Source: an optimization exercise on an open RTL-to-GDS flow (aim: small area, a short achievable clock period and few clock cycles). Production flows keep margins and buffers that such runs may drop. Where RTL was checked, it was by simulation tests only, not by an equivalence proof against the original. No activity file was given, so power comes from the tool's default toggle rates.

// cpu_top
module cpu_top (
	input  logic                    clk,
	input  logic                    mem_read_ready_stor_reset,
	output cpu_isa_pkg::word_t      prog_addr,
	input  cpu_isa_pkg::word_t      prog_data,
	output logic                    mem_req,
	output logic                    mem_we,
	output cpu_core_pkg::mem_addr_t mem_addr,
	output cpu_isa_pkg::word_t      mem_wdata,
	input  cpu_isa_pkg::word_t      mem_rdata,
	input  logic                    mem_ready,
	output logic                    halted
);
	cpu_isa_pkg::reg_idx_t ra_idx;
	cpu_isa_pkg::word_t ra_data;
	cpu_isa_pkg::reg_idx_t rb_idx;
	cpu_isa_pkg::word_t rb_data;
	cpu_isa_pkg::reg_idx_t wr_idx;
	cpu_isa_pkg::word_t wr_data;
	logic wr_en;
	cpu_isa_pkg::insn_u alu_insn;
	cpu_isa_pkg::word_t alu_result;
	cpu_isa_pkg::word_t mul_r0;
	cpu_isa_pkg::word_t mul_r1;
	cpu_isa_pkg::word_t mul_r2;
	cpu_isa_pkg::word_t mul_r0_q;
	cpu_isa_pkg::word_t mul_r1_q;
	cpu_isa_pkg::word_t mul_r2_q;
	cpu_isa_pkg::word_t alu_a;
	cpu_isa_pkg::word_t alu_b;
	cpu_control cpu_control_i (
		.clk                       (clk),
		.mem_read_ready_stor_reset (mem_read_ready_stor_reset),
		.prog_addr                 (prog_addr),
		.prog_data                 (prog_data),
  ...
Size in the first run: about 410 flip-flops, ~85 I/O pins, ~23000 um^2 of cells after synthesis.
clock: 10.0 ns
lec_check: 0
abc_area: 1
cap_margin: 20
core_margin: 2
core_utilization: 40
cts_cluster_diameter: 100
cts_cluster_size: 20
slew_margin: 20
standard.sh (not shown) runs the stock make flow with config.mk's settings and CLKGATE_MAP_FILE= SYNTH_SCRIPT=/design/flow/synth_recipe.tcl, a recipe that flattens the netlist after the stock synthesis.
==> flow/flow/run.sh <==
#!/bin/bash
# Standard ORFS layout, with repair_timing aiming for extra setup slack and
# plain buffers (instead of delay cells) on the ports
set -euo pipefail
bash standard.sh SETUP_SLACK_MARGIN=6.5 "BUFFER_PORTS_ARGS=-buffer_cell sky130_fd_sc_hd__buf_2" finish > standard_flow.log 2>&1
Testbench counts at the start, summed over its fixed seeds: cycles 11,716.
Then changed:
CTS_CLUSTER_DIAMETER = default   (was 100)
CTS_CLUSTER_SIZE = default   (was 20)
Clock power climbs by about 50%.
Total power climbs by about 11%.
Final area climbs by about 2.7%.
Worst setup slack degrades by 88 ps.
Area after synthesis stays the same.
Sequential cell count is unchanged.
Hold slack degrades by 4.1 ps.
Final cell count climbs by 1.1%.
Then changed:
ABC_AREA = default   (was 1)
CTS_CLUSTER_DIAMETER = 110   (was default)
CTS_CLUSTER_SIZE = 24   (was default)
The new run finished clean.
Routed wire length climbs by 0.94%.
Critical path depth climbs by 6.
Final area drops by 0.90%.
Area after synthesis is about the same.
Die area hardly moves.
Global-route usage drops by 0.23 points.
Power drops by 4.0%.
Then changed:
CTS_CLUSTER_DIAMETER = 100   (was 110)
CTS_CLUSTER_SIZE = 20   (was 24)
What happened: Synthesized area stays the same; setup slack degrades by 30 ps; combinational power drops by about 3%; clock skew fell by 3.2 ps; hold slack is about the same.

---

## run 3
cpu_top, a different RTL version from the one above (not shown whole).
For scale: roughly 350 flip-flops, roughly 85 I/O pins, roughly 22000 um2 of cells after synthesis.
Settings: LEC_CHECK=0, CAP_MARGIN=20, CORE_MARGIN=2, CORE_UTILIZATION=40, SLEW_MARGIN=20; clock period 10.0 ns.
==> flow/flow/run.sh <==
#!/bin/bash
# Standard ORFS layout, with repair_timing aiming for extra setup slack
set -euo pipefail
bash standard.sh SETUP_SLACK_MARGIN=7.5 finish > standard_flow.log 2>&1
Run 3 finished every step from synthesis to the final layout, and the layout passed the timing, DRC and antenna checks.
Modified inputs, run 2 compared to run 3
Settings: SETUP_SLACK_MARGIN newly set to 5.
==> flow/run.sh (new file) <==
#!/bin/bash
# synth_recipe.tcl (not shown) runs the flow's synth.tcl, then flattens the netlist and writes it again
# the make line also repeats each setting of config.mk as NAME=value (left out here)
make -C /OpenROAD-flow-scripts/flow DESIGN_CONFIG=/design/flow/config.mk WORK_HOME=/design/flow/orfs CLKGATE_MAP_FILE= SYNTH_SCRIPT=/design/flow/synth_recipe.tcl finish
removed: flow/flow/run.sh
removed: flow/standard.sh
==> comparison <==
Run 3 reached the end of the flow, and the finished layout is clean on the timing, DRC and antenna checks.
Run 2 closes out successfully: all stages finished, all timing, DRC and antenna checks passed.
Comparing run 2 and run 3, the lower routing usage on met3 was measured on run 2.
For ratio of routed vias to standard cells, run 3 and run 2 come out practically identical.
Clock-buffer cell count grows by more than 10% when moving from run 3 to run 2.
Delta (run 2 minus run 3): non-clock buffer count dropped about 60%; amount of wire on met3 after detailed routing dropped 19%; wire length dropped about 11%; area growth from synthesis to layout dropped 24 points.
Comparing run 3 with run 2, the worst hold-check slack came out essentially unchanged.
No run of this note included a check of the RTL's function; only the layout flow was run.

---

== build 61 ==
cpu_top, a different RTL version from the one above (not shown whole).
For scale: about 85 I/O pins.
export LEC_CHECK = 0
export CAP_MARGIN = 5
export CORE_MARGIN = 2
export CORE_UTILIZATION = 40
export SLEW_MARGIN = 5
create_clock -name core_clock -period 10.0 [get_ports {clk}]
==> flow/flow/run.sh <==
#!/bin/bash
# Standard ORFS layout, with repair_timing aiming for extra setup slack and
# plain buffers (instead of delay cells) on the ports
set -euo pipefail
bash standard.sh SETUP_SLACK_MARGIN=6.8 "BUFFER_PORTS_ARGS=-buffer_cell sky130_fd_sc_hd__buf_2" finish > standard_flow.log 2>&1
Build 61 ran to completion and came out clean on the timing, DRC and antenna checks.
Testbench counts of build 61, summed over its fixed seeds: cycles 12,249.
### build 61 -> build 51
- changing SLEW_MARGIN from 5 to 20
- changing CORE_UTILIZATION from 40 to 55
- setting CTS_BUF_LIST to sky130_fd_sc_hd__clkbuf_8 for the first time
- changing CAP_MARGIN from 5 to 20
==> flow/flow/run.sh <==
#!/bin/bash
# Standard ORFS layout, with repair_timing aiming for extra setup slack and
# plain buffers (instead of delay cells) on the ports
set -euo pipefail
bash standard.sh SETUP_SLACK_MARGIN=6.5 "BUFFER_PORTS_ARGS=-buffer_cell sky130_fd_sc_hd__buf_2" finish > standard_flow.log 2>&1
### Flow results
Register area: build 51 vs build 61 — no meaningful difference. Row count, build 51 and build 61: lower on build 51. Build 51 vs build 61 on worst hold-check slack: build 51 is the higher one. Cell area after placement | build 51 below build 61. From build 61 to build 51 the numbers moved as follows: die area saw a decrease, fmax saw a decrease.
--- input diff build 51..build 36 ---
- ABC_AREA: unset -> 1
- CORE_UTILIZATION: 55 -> 40
- CTS_BUF_LIST: sky130_fd_sc_hd__clkbuf_8 -> unset
==> notes.md <==
Summary of build 36 over build 51: static leakage went up 17%; data arrival time of the worst path went down 0.26 ns; routed wire length went up 14,000 um. Count of non-CTS buffers in the layout (higher): build 51. sky130_fd_sc_hd__edfxtp_1 as the slowest cell on the critical path was reported by build 51, and sky130_fd_sc_hd__clkinv_1 by build 36. In the metrics for build 51 and build 36, the one carrying the higher CTS buffer count is build 51. Tap cell count came out higher on build 36 than on build 51. Re proportion of power drawn by flip-flops and latches: build 51 and build 36 aren't equal, and the higher value belongs to build 51. Build 51 → build 36: combinational power has decreased, detailed-routing iteration count for the pre-antenna-repair pass decreased 2, cell count after synthesis up 729.
[inputs] build 47 vs build 36
- ABC_AREA removed (was 1)
==> notes.md <==
- Taking build 36 as the reference, in build 47 area used by multi-input combinational logic shows an increase of about 1.5%; count of vias placed by the detailed router shows a reduction of 2,504; quantity of gates resized following cts shows an increase of 70.
- Build 47 has ratio of total power to cell area above what build 36 had.
- Comparing build 47 and build 36, the higher first-pass GRT wire length was measured on build 36.
- Build 47 vs build 36 — xor and xnor fraction of the mapped netlist area rose 1.3 points.
What build 71 does differently from build 47 at the input level:
==> flow/flow/run.sh <==
#!/bin/bash
# Standard ORFS layout, with repair_timing aiming for extra setup slack
set -euo pipefail
bash standard.sh SETUP_SLACK_MARGIN=6.5 finish > standard_flow.log 2>&1
### Flow results
Build 71: full flow OK, the timing, DRC and antenna checks passed
Row logic gate share of total power: build 71 higher / build 47 lower
Met1 usage in global routing (higher): build 47
[build 71 vs build 47] area of the multi-input gates: higher in build 71
Summary of build 71 over build 47: total power after layout higher, final period demand of the worst path went down by 0.0075 ns.
Compared build 47 against build 71; clock power within noise.
As far as global-route usage is concerned, build 71 and build 47 perform about the same.
Reported for build 71 and build 47, async set-reset flop share out of synthesis turned out identical to the last digit.
Comparing build 71 and build 47, final hold slack is lower on build 71.
Going from build 47 to build 71, first-iteration DRC count picked up an extra 198; cell area after layout moved up.
Here is what was changed in the inputs of build 48 compared with build 71.
==> flow/flow/run.sh <==
#!/bin/bash
# Standard ORFS layout, with repair_timing aiming for extra setup slack and
# plain buffers (instead of delay cells) on the ports
set -euo pipefail
bash standard.sh SETUP_SLACK_MARGIN=6.2 "BUFFER_PORTS_ARGS=-buffer_cell sky130_fd_sc_hd__buf_2" finish > standard_flow.log 2>&1
### Flow results
Re wire length per cell after detailed routing: build 71 was lower than build 48. Compared with build 71, in build 48 area share of buffers outside the clock network has decreased; number of placed instances, taps included has remained practically unchanged; share of the clock period used by the worst path has increased. Going from build 71 to build 48, required time of the worst setup path climbed 0.02 ns, cell area after layout fell 6.3%, number of cells upsized or downsized after cts down 154. NOTE instance area at placement build 71->build 48 decreased slightly.

---

lane 4:
cpu_top, a different RTL version from the one above (not shown whole).
Size: ~370 flip-flops, roughly 23000 sq um of cells after synthesis.
Settings: LEC_CHECK=0, CAP_MARGIN=20, CORE_MARGIN=2, CORE_UTILIZATION=40, SLEW_MARGIN=20; clock period 10.0 ns.
==> flow/flow/run.sh <==
#!/bin/bash
# Standard ORFS layout, with repair_timing aiming for extra setup slack
set -euo pipefail
bash standard.sh SETUP_SLACK_MARGIN=6.5 finish > standard_flow.log 2>&1
[inputs] lane 1 vs lane 4
Settings: setting SETUP_SLACK_MARGIN to 5 for the first time.
==> flow/run.sh (new file) <==
#!/bin/bash
# synth_recipe.tcl (not shown) runs the flow's synth.tcl, then flattens the netlist and writes it again
# the make line also repeats each setting of config.mk as NAME=value (left out here)
make -C /OpenROAD-flow-scripts/flow DESIGN_CONFIG=/design/flow/config.mk WORK_HOME=/design/flow/orfs CLKGATE_MAP_FILE= SYNTH_SCRIPT=/design/flow/synth_recipe.tcl finish
removed: flow/flow/run.sh
removed: flow/standard.sh
Findings:
- Lane 4 vs lane 1, startpoint of the most critical setup path: cpu_control_i.opb_q[0] vs cpu_control_i.opa_q[4]
- Compared with lane 4, lane 1 shows a lower share of final-layout standard cells stronger than drive strength 1.
- Lane 1 vs lane 4 on register-to-register slack: lane 1 is the lower one.
- Worst setup margin (lower): lane 1
- Lane 1 — largest fanout of any net on the critical path 10 higher, lane 4 as reference
- Final cell area excluding filler cells in lane 1 vs lane 4: down 2200 sq um
- Fraction of area in clock buffers and inverters | lane 1 above lane 4
- Comparing lane 1 and lane 4, the higher final period demand of the worst path was measured on lane 1.
- Relative to lane 4, clock insertion delay at the later pin of the skew report has decreased by 20 ps in lane 1.
- Lane 1: PASS, flow complete, no timing, DRC or antenna violations
- Diff lane 4 -> lane 1: minimum hold slack shows an increase of 4.3 ps; total power dropped 8.3%.
Function was not checked in any run of this note: the RTL went through the layout flow alone.

afterwards: timing with drivers on the ports:
How much do the figures lean on ideal ports? The routed layouts below were timed once more, with nothing changed but the port constraints.
Step 1 assumes that a clkbuf_16 drives the clock port and a buf_2 every other input.
Step 2 also shifts input and output timing later by t, the mid clock arrival at the registers, as if the neighbouring blocks saw the same clock.
Three values: no drivers, after step 1, after step 2; two values: the first two.
run | t (ns) | setup slack, ns | latest minus earliest clock arrival (ns) | worst slew at a driven data input, ns | cell pins on the clock port's net
the first run of note 1 | 0.674 | 6.498 / 6.498 / 6.004 | 0.029 / 0.029 | 0.05 | 1
the second run of note 1 | 0.658 | 6.410 / 6.410 / 6.047 | 0.044 / 0.044 | 0.05 | 1
the third run of note 1 | 0.629 | 6.462 / 6.462 / 5.998 | 0.028 / 0.027 | 0.07 | 1
the fourth run of note 1 | 0.655 | 6.432 / 6.432 / 5.910 | 0.020 / 0.019 | 0.07 | 1
run 3 | 0.623 | 5.523 / 5.523 / 5.523 | 0.038 / 0.038 | 0.07 | 1
run 2 | 0.618 | 5.158 / 5.158 / 4.793 | 0.022 / 0.022 | 0.05 | 1
build 61 | 0.642 | 6.406 / 6.406 / 6.101 | 0.042 / 0.042 | 0.05 | 1
build 51 | 0.725 | 6.341 / 6.341 / 5.758 | 0.066 / 0.066 | 0.04 | 1
build 36 | 0.656 | 6.529 / 6.483 / 6.123 | 0.032 / 0.032 | 0.05 | 1
build 47 | 0.623 | 6.381 / 6.381 / 5.832 | 0.029 / 0.029 | 0.06 | 1
build 71 | 0.636 | 6.388 / 6.388 / 5.852 | 0.046 / 0.046 | 0.06 | 1
build 48 | 0.649 | 6.088 / 6.088 / 5.878 | 0.029 / 0.028 | 0.05 | 1
lane 4 | 0.669 | 5.832 / 5.832 / 5.832 | 0.045 / 0.045 | 0.05 | 1
lane 1 | 0.657 | 5.253 / 5.253 / 5.253 | 0.027 / 0.028 | 0.06 | 1
After both steps every run listed still meets setup and hold. The setup slack of build 51, which loses most, moves by 0.000 ns with the drivers and by -0.583 ns with both steps.
